This design comes from an exercise in tuning for small area, a short achievable clock period and few clock cycles per item on the open sky130 flow, not from production work. In this exercise RTL edits were held to simulation tests only and were not proved equivalent to the original. Power figures rest on the tool's default switching activity, not on a simulated workload.

Setup of run 1:
==> flow/design.v (excerpt) <==
module w4a8_gemm_top (
  input  wire         ap_clk,
  input  wire         areset,
  input  wire         ap_start,
  input  wire         write_result,
  input  wire         a_req,
  input  wire  [31:0] a_data,
  input  wire         b_req,
  input  wire  [31:0] b_data,
  input  wire         out_ready,
  output wire         ap_idle,
  output wire         ap_done,
  output wire         ap_ready,
  output wire         a_ack,
  output wire         b_ack,
  output wire         out_valid,
  output wire  [31:0] out_data
);
clock: 8.0 ns
lec_check: 0
cap_margin: 20
core_margin: 2
core_utilization: 40
cts_buf_list: sky130_fd_sc_hd__clkbuf_4 sky130_fd_sc_hd__clkbuf_8
slew_margin: 20
standard.sh (not shown) runs the stock make flow with config.mk's settings and CLKGATE_MAP_FILE= SYNTH_SCRIPT=/design/flow/synth_recipe.tcl, a recipe that flattens the netlist after the stock synthesis.
==> flow/flow/run.sh <==
#!/bin/bash
set -euo pipefail
D=$PWD
SETUP_MARGIN=${SETUP_MARGIN:-5}
bash standard.sh synth > synth.log 2>&1
make -C "$FLOW_HOME" DESIGN_CONFIG=$D/config.mk WORK_HOME=$D/orfs CLKGATE_MAP_FILE= \
  SYNTH_SCRIPT=$D/synth_recipe.tcl \
  BUFFER_PORTS_ARGS="-buffer_cell sky130_fd_sc_hd__buf_2" \
  CTS_ARGS="-sink_clustering_enable -repair_clock_nets -dont_use_dummy_load -buf_list {sky130_fd_sc_hd__clkbuf_4}" \
  SETUP_SLACK_MARGIN=$SETUP_MARGIN finish > layout.log 2>&1
R=$D/orfs/results/sky130hd/w4a8_gemm_top/base
: # left out here: write the final layout as DEF
In summary, run 1 completed successfully, with a layout that passed the timing, design-rule and antenna checks.
Testbench counts of run 1, summed over its fixed seeds: cycles 31,250, jobs 3,200.
Setup changes, run 1 to run 2
-- flow/flow/run.sh --
<<< run 1, line 8
  BUFFER_PORTS_ARGS="-buffer_cell sky130_fd_sc_hd__buf_2" \
  CTS_ARGS="-sink_clustering_enable -repair_clock_nets -dont_use_dummy_load -buf_list {sky130_fd_sc_hd__clkbuf_4}" \
  SETUP_SLACK_MARGIN=$SETUP_MARGIN finish > layout.log 2>&1
>>> run 2, line 8
  BUFFER_PORTS_ARGS="-buffer_cell sky130_fd_sc_hd__buf_2" \
  CTS_ARGS="-sink_clustering_enable -repair_clock_nets -dont_use_dummy_load -buf_list {sky130_fd_sc_hd__clkbuf_4 sky130_fd_sc_hd__clkbuf_8}" \
  SETUP_SLACK_MARGIN=$SETUP_MARGIN finish > layout.log 2>&1
-- flow/config.mk --
<<< run 1, line 9
export CORE_MARGIN = 2
export CORE_UTILIZATION = 40
export CTS_BUF_LIST = sky130_fd_sc_hd__clkbuf_4 sky130_fd_sc_hd__clkbuf_8
export SLEW_MARGIN = 20
>>> run 2, line 9
export CORE_MARGIN = 2
export CORE_UTILIZATION = 60
export CTS_BUF_LIST = sky130_fd_sc_hd__clkbuf_4 sky130_fd_sc_hd__clkbuf_8
export GPL_TIMING_DRIVEN = 1
export SLEW_MARGIN = 20
==> run summary <==
- Measured against run 1, the worst ir drop on vdd of run 2 comes out at 1.4 times the reference value.
- Compared with run 1, run 2 shows die area that has gone down by more than a quarter.
- Compared with run 1, run 2 shows maximum clock rate that has gone down by a few percent.
- Note that the total power of the final layout recorded for run 2 amounts to 1.10 times the value seen in run 1.
- Relative to run 1, run 2 degrades global-route wire length before repair.
- The leakage power figure of run 2 exceeds that of run 1 by about 5%.
Setup changes, run 2 to run 3
-- flow/config.mk --
<<< run 2, line 9
export CORE_MARGIN = 2
export CORE_UTILIZATION = 60
export CTS_BUF_LIST = sky130_fd_sc_hd__clkbuf_4 sky130_fd_sc_hd__clkbuf_8
>>> run 3, line 9
export CORE_MARGIN = 2
export CORE_UTILIZATION = 45
export CTS_BUF_LIST = sky130_fd_sc_hd__clkbuf_4 sky130_fd_sc_hd__clkbuf_8
==> run summary <==
Of run 2 and run 3, the run reporting the lower non-clock buffer count was run 3. Run 2 → run 3: total power lost about 4%, die area picked up an extra about 32%, part of the cycle the worst path needs lost 0.59 points, last weighted congestion value of the routability-driven placer picked up an extra about 2.6%. Compared with run 2, run 3 shows a highest ir drop seen on vdd that is 0.00012 V higher. On run 3: combinational fraction of design power is 2.2 points lower than what run 2 gave. For the final design area excluding fillers, run 3 came in 3.0% lower than run 2 did. Fraction of the mapped netlist area in compound gates: run 3 vs run 2 — no meaningful difference.
Here is what was changed in the inputs of run 4 compared with run 3.
-- flow/config.mk --
<<< run 3, line 9
export CORE_MARGIN = 2
export CORE_UTILIZATION = 45
export CTS_BUF_LIST = sky130_fd_sc_hd__clkbuf_4 sky130_fd_sc_hd__clkbuf_8
>>> run 4, line 9
export CORE_MARGIN = 2
export CORE_UTILIZATION = 50
export CTS_BUF_LIST = sky130_fd_sc_hd__clkbuf_4 sky130_fd_sc_hd__clkbuf_8
--- outcome ---
Diff run 3 -> run 4: number of non-filler instances in the completed layout fell about 1.7%; setup slack moved up; number of well taps saw a decrease; area of the multi-input gates about even.
For run 5, these inputs were changed with respect to run 4:
-- flow/flow/run.sh --
<<< run 4, line 7
  SYNTH_SCRIPT=$D/synth_recipe.tcl \
  BUFFER_PORTS_ARGS="-buffer_cell sky130_fd_sc_hd__buf_2" \
  CTS_ARGS="-sink_clustering_enable -repair_clock_nets -dont_use_dummy_load -buf_list {sky130_fd_sc_hd__clkbuf_4 sky130_fd_sc_hd__clkbuf_8}" \
>>> run 5, line 7
  SYNTH_SCRIPT=$D/synth_recipe.tcl \
  BUFFER_PORTS_ARGS="-buffer_cell sky130_fd_sc_hd__buf_1" \
  CTS_ARGS="-sink_clustering_enable -repair_clock_nets -dont_use_dummy_load -buf_list {sky130_fd_sc_hd__clkbuf_4 sky130_fd_sc_hd__clkbuf_8}" \
Results
- Compared run 4 against run 5; register share of total power within noise.
- Run 5 ends up with a hold slack that is 0.0044 ns higher than in run 4.
- Run 5 vs run 4: share of power burned in combinational logic down
- Comparing run 5 and run 4, the lower placer congestion estimate was measured on run 5.
- Between run 5 and run 4, count of cells resized by post-cts repair is higher for run 5, run 4 comes in under that.
Setup changes, run 5 to run 6
-- flow/flow/run.sh --
<<< run 5, line 7
  SYNTH_SCRIPT=$D/synth_recipe.tcl \
  BUFFER_PORTS_ARGS="-buffer_cell sky130_fd_sc_hd__buf_1" \
  CTS_ARGS="-sink_clustering_enable -repair_clock_nets -dont_use_dummy_load -buf_list {sky130_fd_sc_hd__clkbuf_4 sky130_fd_sc_hd__clkbuf_8}" \
>>> run 6, line 7
  SYNTH_SCRIPT=$D/synth_recipe.tcl \
  BUFFER_PORTS_ARGS="-buffer_cell sky130_fd_sc_hd__buf_2" \
  CTS_ARGS="-sink_clustering_enable -repair_clock_nets -dont_use_dummy_load -buf_list {sky130_fd_sc_hd__clkbuf_4 sky130_fd_sc_hd__clkbuf_8}" \
-- flow/config.mk --
<<< run 5, line 9
export CORE_MARGIN = 2
export CORE_UTILIZATION = 50
export CTS_BUF_LIST = sky130_fd_sc_hd__clkbuf_4 sky130_fd_sc_hd__clkbuf_8
export GPL_TIMING_DRIVEN = 1
export SLEW_MARGIN = 20
>>> run 6, line 9
export CORE_MARGIN = 2
export CORE_UTILIZATION = 40
export CTS_BUF_LIST = sky130_fd_sc_hd__clkbuf_4 sky130_fd_sc_hd__clkbuf_8
export SLEW_MARGIN = 20
--- outcome ---
Against run 5, run 6 comes in 0.0033 ns lower on clock skew. Leakage power total, run 6 and run 5, lower one = run 5. Summary of run 6 over run 5: multi-input gate share of the layout cell area shows a reduction of 1.4 points; area overhead of the layout relative to synthesis has increased.

* * *

Starting RTL as in the previous note.
export LEC_CHECK = 0
export CAP_MARGIN = 20
export CORE_MARGIN = 2
export CORE_UTILIZATION = 50
export CTS_BUF_LIST = sky130_fd_sc_hd__clkbuf_4 sky130_fd_sc_hd__clkbuf_8
export GPL_TIMING_DRIVEN = 1
export SLEW_MARGIN = 20
create_clock -name core_clock -period 8.0 [get_ports {ap_clk}]
==> flow/flow/run.sh <==
#!/bin/bash
set -euo pipefail
D=$PWD
SETUP_MARGIN=${SETUP_MARGIN:-5}
bash standard.sh synth > synth.log 2>&1
make -C "$FLOW_HOME" DESIGN_CONFIG=$D/config.mk WORK_HOME=$D/orfs CLKGATE_MAP_FILE= \
  SYNTH_SCRIPT=$D/synth_recipe.tcl \
  BUFFER_PORTS_ARGS="-buffer_cell sky130_fd_sc_hd__buf_2" \
  CTS_ARGS="-sink_clustering_enable -repair_clock_nets -dont_use_dummy_load -buf_list {sky130_fd_sc_hd__clkbuf_4}" \
  SETUP_SLACK_MARGIN=$SETUP_MARGIN finish > layout.log 2>&1
R=$D/orfs/results/sky130hd/w4a8_gemm_top/base
: # left out here: write the final layout as DEF
The first run ran to the end with no violations.
Testbench counts at the start, summed over its fixed seeds: cycles 31,250, jobs 3,200.
Then changed:
--- a/flow/flow/run.sh
+++ b/flow/flow/run.sh
@@ -9 +9 @@
-  CTS_ARGS="-sink_clustering_enable -repair_clock_nets -dont_use_dummy_load -buf_list {sky130_fd_sc_hd__clkbuf_4}" \
+  CTS_ARGS="-sink_clustering_enable -sink_clustering_size 24 -repair_clock_nets -dont_use_dummy_load -buf_list {sky130_fd_sc_hd__clkbuf_4 sky130_fd_sc_hd__clkbuf_8}" \
Outcome:
- sequential share of layout area is lower by 0.19 points
- combinational power stays flat
- sequential cell count does not change
- die area is unchanged
- cell count is about the same
- clock power is higher by 33%
- routed wire length is lower by about 0.34%
- non-clock buffer count is lower by 1

* * *

w4a8_gemm_top, a different RTL version from the one above (not shown whole).
Size in the first run: ~720 cells after synthesis, ~140 flip-flops.
==> flow/design.v (excerpt) <==
module w4a8_gemm_top (
  input  wire         ap_clk,
  input  wire         areset,
  input  wire         ap_start,
  input  wire         write_result,
  input  wire         a_req,
  input  wire  [31:0] a_data,
  input  wire         b_req,
  input  wire  [31:0] b_data,
  input  wire         out_ready,
  output wire         ap_idle,
  output wire         ap_done,
  output wire         ap_ready,
  output wire         a_ack,
  output wire         b_ack,
  output wire         out_valid,
  output wire  [31:0] out_data
);
  logic        run;        
  logic        done_q;
  logic        wr_q;
  logic        ack_a, ack_b;
  logic [1:0]  a_cnt;      
  logic        b_got;      
  logic [2:0]  cur;        
  logic [2:0]  sq;         
  logic [2:0]  pw;         
  logic        pv;         
  logic        ov;         
  logic [48-1:0] preg;
  logic [13:0] oreg;
  logic [31:0] areg;
  logic [31:0] breg;
  logic [48-1:0] part;
  logic [13:0] dot;
  wire xfer    = ov & out_ready;
  function automatic logic ok(input logic [2:0] w);
    ok = run & wr_q & b_got & ~w[2] & (w[1] ? (a_cnt == 2'd2) : (a_cnt == 2'd1));
  endfunction
  wire load    = run & wr_q & pv & (pw == cur) & (~ov | out_ready);
  wire [2:0] cur_n = cur + {2'b0, load};
  wire sq_ok   = ok(sq);
  wire [2:0] sq_n  = (sq_ok & (sq == cur_n)) ? cur_n + 3'd1 : cur_n;
  wire take_a  = run & a_req & ~ack_a &
                 (a_cnt == 2'd0 | (a_cnt == 2'd1 & (~wr_q | cur[1] | (cur[0] & load))));
  wire take_b  = run & b_req & ~ack_b & ~b_got;
  wire tiles   = (a_cnt == 2'd2) & ~ack_a & b_got & ~ack_b;
  wire fin     = run & tiles & (~wr_q | (cur[2] & (~ov | out_ready)));
  tile_mac_s1 mac_s1 (
    .a_row (areg),
    .b_row (sq[0] ? breg[31:16] : breg[15:0]),
    .part  (part)
  );
  ...
clock: 8.0 ns
lec_check: 0
cap_margin: 20
core_margin: 2
core_utilization: 55
cts_buf_list: sky130_fd_sc_hd__clkbuf_4 sky130_fd_sc_hd__clkbuf_8
slew_margin: 20
==> flow/flow/run.sh <==
#!/bin/bash
set -euo pipefail
D=$PWD
SETUP_MARGIN=${SETUP_MARGIN:-5}
bash standard.sh synth > synth.log 2>&1
make -C "$FLOW_HOME" DESIGN_CONFIG=$D/config.mk WORK_HOME=$D/orfs CLKGATE_MAP_FILE= \
  SYNTH_SCRIPT=$D/synth_recipe.tcl \
  BUFFER_PORTS_ARGS="-buffer_cell sky130_fd_sc_hd__buf_1" \
  CTS_ARGS="-sink_clustering_enable -repair_clock_nets -dont_use_dummy_load -buf_list {sky130_fd_sc_hd__clkbuf_4 sky130_fd_sc_hd__clkbuf_8}" \
  SETUP_SLACK_MARGIN=$SETUP_MARGIN finish > layout.log 2>&1
R=$D/orfs/results/sky130hd/w4a8_gemm_top/base
: # left out here: write the final layout as DEF
Testbench counts at the start, summed over its fixed seeds: cycles 31,250, jobs 3,200.
Rerun with:
--- a/flow/flow/run.sh
+++ b/flow/flow/run.sh
@@ -4 +4 @@
-SETUP_MARGIN=${SETUP_MARGIN:-5}
+SETUP_MARGIN=${SETUP_MARGIN:-5.4}
@@ -8 +8 @@
-  BUFFER_PORTS_ARGS="-buffer_cell sky130_fd_sc_hd__buf_1" \
+  BUFFER_PORTS_ARGS="-buffer_cell sky130_fd_sc_hd__buf_2" \
CORE_UTILIZATION = 40   (was 55)
Outcome: Final cell count came out higher by about a fifth. Via count came out higher by a few percent. Register-to-register slack gets better by 0.04 ns. First-iteration DRC count came out lower by a few percent. Clock power came out higher by a few percent. Synthesized area does not change. Design area came out higher by about a fifth. Hold slack barely changes. Global-route usage came out lower by 3.6 points. Non-clock buffer count came out higher by 67. Utilization came out lower by 9.9 points.
Rerun with:
==> flow/run.sh (new file) <==
#!/bin/bash
# synth_recipe.tcl (not shown) runs the flow's synth.tcl, then flattens the netlist and writes it again
# the make line also repeats each setting of config.mk as NAME=value (left out here)
make -C /OpenROAD-flow-scripts/flow DESIGN_CONFIG=/design/flow/config.mk WORK_HOME=/design/flow/orfs CLKGATE_MAP_FILE= SYNTH_SCRIPT=/design/flow/synth_recipe.tcl finish
SETUP_SLACK_MARGIN = 5   (was default)
removed: flow/flow/run.sh
removed: flow/standard.sh
What happened: Clock skew falls by 0.017 ns; power falls by 5.7%; final area falls by 7.0%; non-clock buffer count falls by 70.
Rerun with:
==> flow/flow/run.sh (new file) <==
#!/bin/bash
# standard layout, logged
set -e
cp standard.sh standard.sh.txt 2>/dev/null || true
bash standard.sh > standard.log 2>&1
==> flow/standard.sh (new file) <==
#!/bin/bash
# synth_recipe.tcl (not shown) runs the flow's synth.tcl, then flattens the netlist and writes it again
# the make line also repeats each setting of config.mk as NAME=value (left out here)
make -C /OpenROAD-flow-scripts/flow DESIGN_CONFIG=/design/flow/config.mk WORK_HOME=/design/flow/orfs CLKGATE_MAP_FILE= SYNTH_SCRIPT=/design/flow/synth_recipe.tcl "${@:-finish}"
removed: flow/run.sh
What happened: Utilization does not change. Final area stays the same. Non-clock buffer count is unchanged. Combinational power barely changes. Register-to-register slack stays flat. Die area is unchanged.
Rerun with:
==> flow/flow/run.sh (replaced) <==
#!/bin/bash
set -euo pipefail
D=$PWD
SETUP_MARGIN=${SETUP_MARGIN:-5.15}
bash standard.sh synth > synth.log 2>&1
make -C "$FLOW_HOME" DESIGN_CONFIG=$D/config.mk WORK_HOME=$D/orfs CLKGATE_MAP_FILE= \
  SYNTH_SCRIPT=$D/synth_recipe.tcl \
  BUFFER_PORTS_ARGS="-buffer_cell sky130_fd_sc_hd__buf_2" \
  CTS_ARGS="-sink_clustering_enable -repair_clock_nets -dont_use_dummy_load -buf_list {sky130_fd_sc_hd__clkbuf_4 sky130_fd_sc_hd__clkbuf_8}" \
  SETUP_SLACK_MARGIN=$SETUP_MARGIN finish > layout.log 2>&1
R=$D/orfs/results/sky130hd/w4a8_gemm_top/base
: # left out here: write the final layout as DEF
SETUP_SLACK_MARGIN = default   (was 5)
- The changed run finished clean
- die area stays the same
- sequential power stays flat
- wire length came out lower by a few percent
- non-clock buffer count climbs by 14
- clock skew went up by 0.020 ns
- via count rose slightly

* * *

run A:
w4a8_gemm_top, a different RTL version from the one above (not shown whole).
Size in the first run: about 730 cells after synthesis, about 110 I/O pins, ~8200 um2 of cells after synthesis.
==> flow/config.mk <==
export PLATFORM = sky130hd
export DESIGN_NAME = w4a8_gemm_top
export DESIGN_NICKNAME = w4a8_gemm_top
export VERILOG_FILES = /design/flow/design.v
export SDC_FILE = /design/flow/constraint.sdc
export NUM_CORES = 4
export LEC_CHECK = 0
export CAP_MARGIN = 20
export CORE_MARGIN = 2
export CORE_UTILIZATION = 50
export CTS_BUF_LIST = sky130_fd_sc_hd__clkbuf_4 sky130_fd_sc_hd__clkbuf_8
export GPL_TIMING_DRIVEN = 1
export SLEW_MARGIN = 20
==> flow/constraint.sdc <==
create_clock -name core_clock -period 8.0 [get_ports {ap_clk}]
set_input_delay 1.6000 -clock core_clock [delete_from_list [all_inputs] [get_ports {ap_clk}]]
set_output_delay 1.6000 -clock core_clock [all_outputs]
set_load 0.01 [all_outputs]
==> flow/flow/run.sh <==
#!/bin/bash
set -euo pipefail
D=$PWD
SETUP_MARGIN=${SETUP_MARGIN:-5.1}
bash standard.sh synth > synth.log 2>&1
make -C "$FLOW_HOME" DESIGN_CONFIG=$D/config.mk WORK_HOME=$D/orfs CLKGATE_MAP_FILE= \
  SYNTH_SCRIPT=$D/synth_recipe.tcl \
  BUFFER_PORTS_ARGS="-buffer_cell sky130_fd_sc_hd__buf_2" \
  CTS_ARGS="-sink_clustering_enable -repair_clock_nets -dont_use_dummy_load -buf_list {sky130_fd_sc_hd__clkbuf_4 sky130_fd_sc_hd__clkbuf_8}" \
  SETUP_SLACK_MARGIN=$SETUP_MARGIN finish > layout.log 2>&1
R=$D/orfs/results/sky130hd/w4a8_gemm_top/base
: # left out here: write the final layout as DEF
Testbench counts of run A, summed over its fixed seeds: cycles 31,250, jobs 3,200.
Input-level comparison between run B and run A:
- setting ABC_AREA to 1 for the first time
diff --git a/flow/flow/run.sh b/flow/flow/run.sh
--- a/flow/flow/run.sh
+++ b/flow/flow/run.sh
@@ -3,3 +3,3 @@
 D=$PWD
-SETUP_MARGIN=${SETUP_MARGIN:-5.1}
+SETUP_MARGIN=${SETUP_MARGIN:-5}
 bash standard.sh synth > synth.log 2>&1
## What came out
Run B: PASS, flow complete, no timing, DRC or antenna violations
In run B, the total cell area at the placement stage came out 0.80% below the value in run A.
Note that the post-route cell area recorded for run A amounts to 1.09 times the value seen in run B.
Diff run A -> run B | utilization | decrease of 5.1 points
Of run B and run A, run B shows the lower routed wire length, with run A above it.
Compared with run A, run B is hungrier on power.
Going from run A to run B, the static leakage was found to have gone up by 0.039 nW.
diff inputs: run B => run C
- ABC_AREA: 1 -> unset
Results
Max post-layout total power across run B and run C: run B. Cmp run B and run C / portion of total power attributed to combinational logic / higher: run B. Compared with run B, run C shows a lower combinational power. Run C ended with less total number of cells along the worst setup path than run B. Run C against run B: internal power component was more or less identical, register share of the cell area went down by 1.2 points, first-pass GRT wire length went up by about 5.4%. For clock power, run C and run B come out practically identical. Compared with run B, run C shows a synthesized-area fraction occupied by adder cells that is 0.46 points higher. The pre-CTS worst setup slack of run C falls short of that of run B by 0.42 ns. Run C ended up with a higher hold slack than run B did.

[separate check: timing with driven ports]
Ports are ideal in the flow. The routed layouts listed here were re-timed in OpenROAD. Step 1: set_driving_cell puts a clkbuf_16 on ap_clk and a buf_2 on each other input, an assumption about the parent block. Step 2 also shifts input and output timing later by t, the mid clock arrival at the registers, as if the neighbouring blocks saw the same clock. Slacks: no drivers / after step 1 / after step 2; pairs: no drivers / after step 1.
| run | t (ns) | slack for setup (ns) | worst setup path at the end |
|---|---|---|---|
| run 1 | 0.574 | 4.963 / 4.963 / 4.761 | input to register |
| run 2 | 0.482 | 4.878 / 4.878 / 4.719 | input to register |
| run 3 | 0.466 | 4.925 / 4.925 / 4.725 | input to register |
| run 4 | 0.468 | 4.990 / 4.990 / 4.885 | input to register |
| run 5 | 0.468 | 4.939 / 4.939 / 4.763 | input to register |
| run 6 | 0.481 | 4.964 / 4.964 / 4.873 | input to register |
| the first run of note 2 | 0.579 | 4.957 / 4.957 / 4.722 | input to register |
| the second run of note 2 | 0.468 | 4.990 / 4.990 / 4.885 | input to register |
| the first run of note 3 | 0.479 | 4.971 / 4.977 / 4.498 | input to register |
| the second run of note 3 | 0.482 | 5.024 / 5.025 / 4.551 | input to register |
| the third run of note 3 | 0.488 | 4.986 / 4.993 / 4.505 | input to register |
| the fourth run of note 3 | 0.488 | 4.986 / 4.993 / 4.505 | input to register |
| the fifth run of note 3 | 0.481 | 5.033 / 5.043 / 4.562 | input to register |
| run A | 0.474 | 5.127 / 5.127 / 4.780 | input to register |
| run B | 0.477 | 5.102 / 5.102 / 4.662 | input to register |
| run C | 0.468 | 5.090 / 5.090 / 4.669 | input to register |
After both steps every run listed still meets setup and hold.
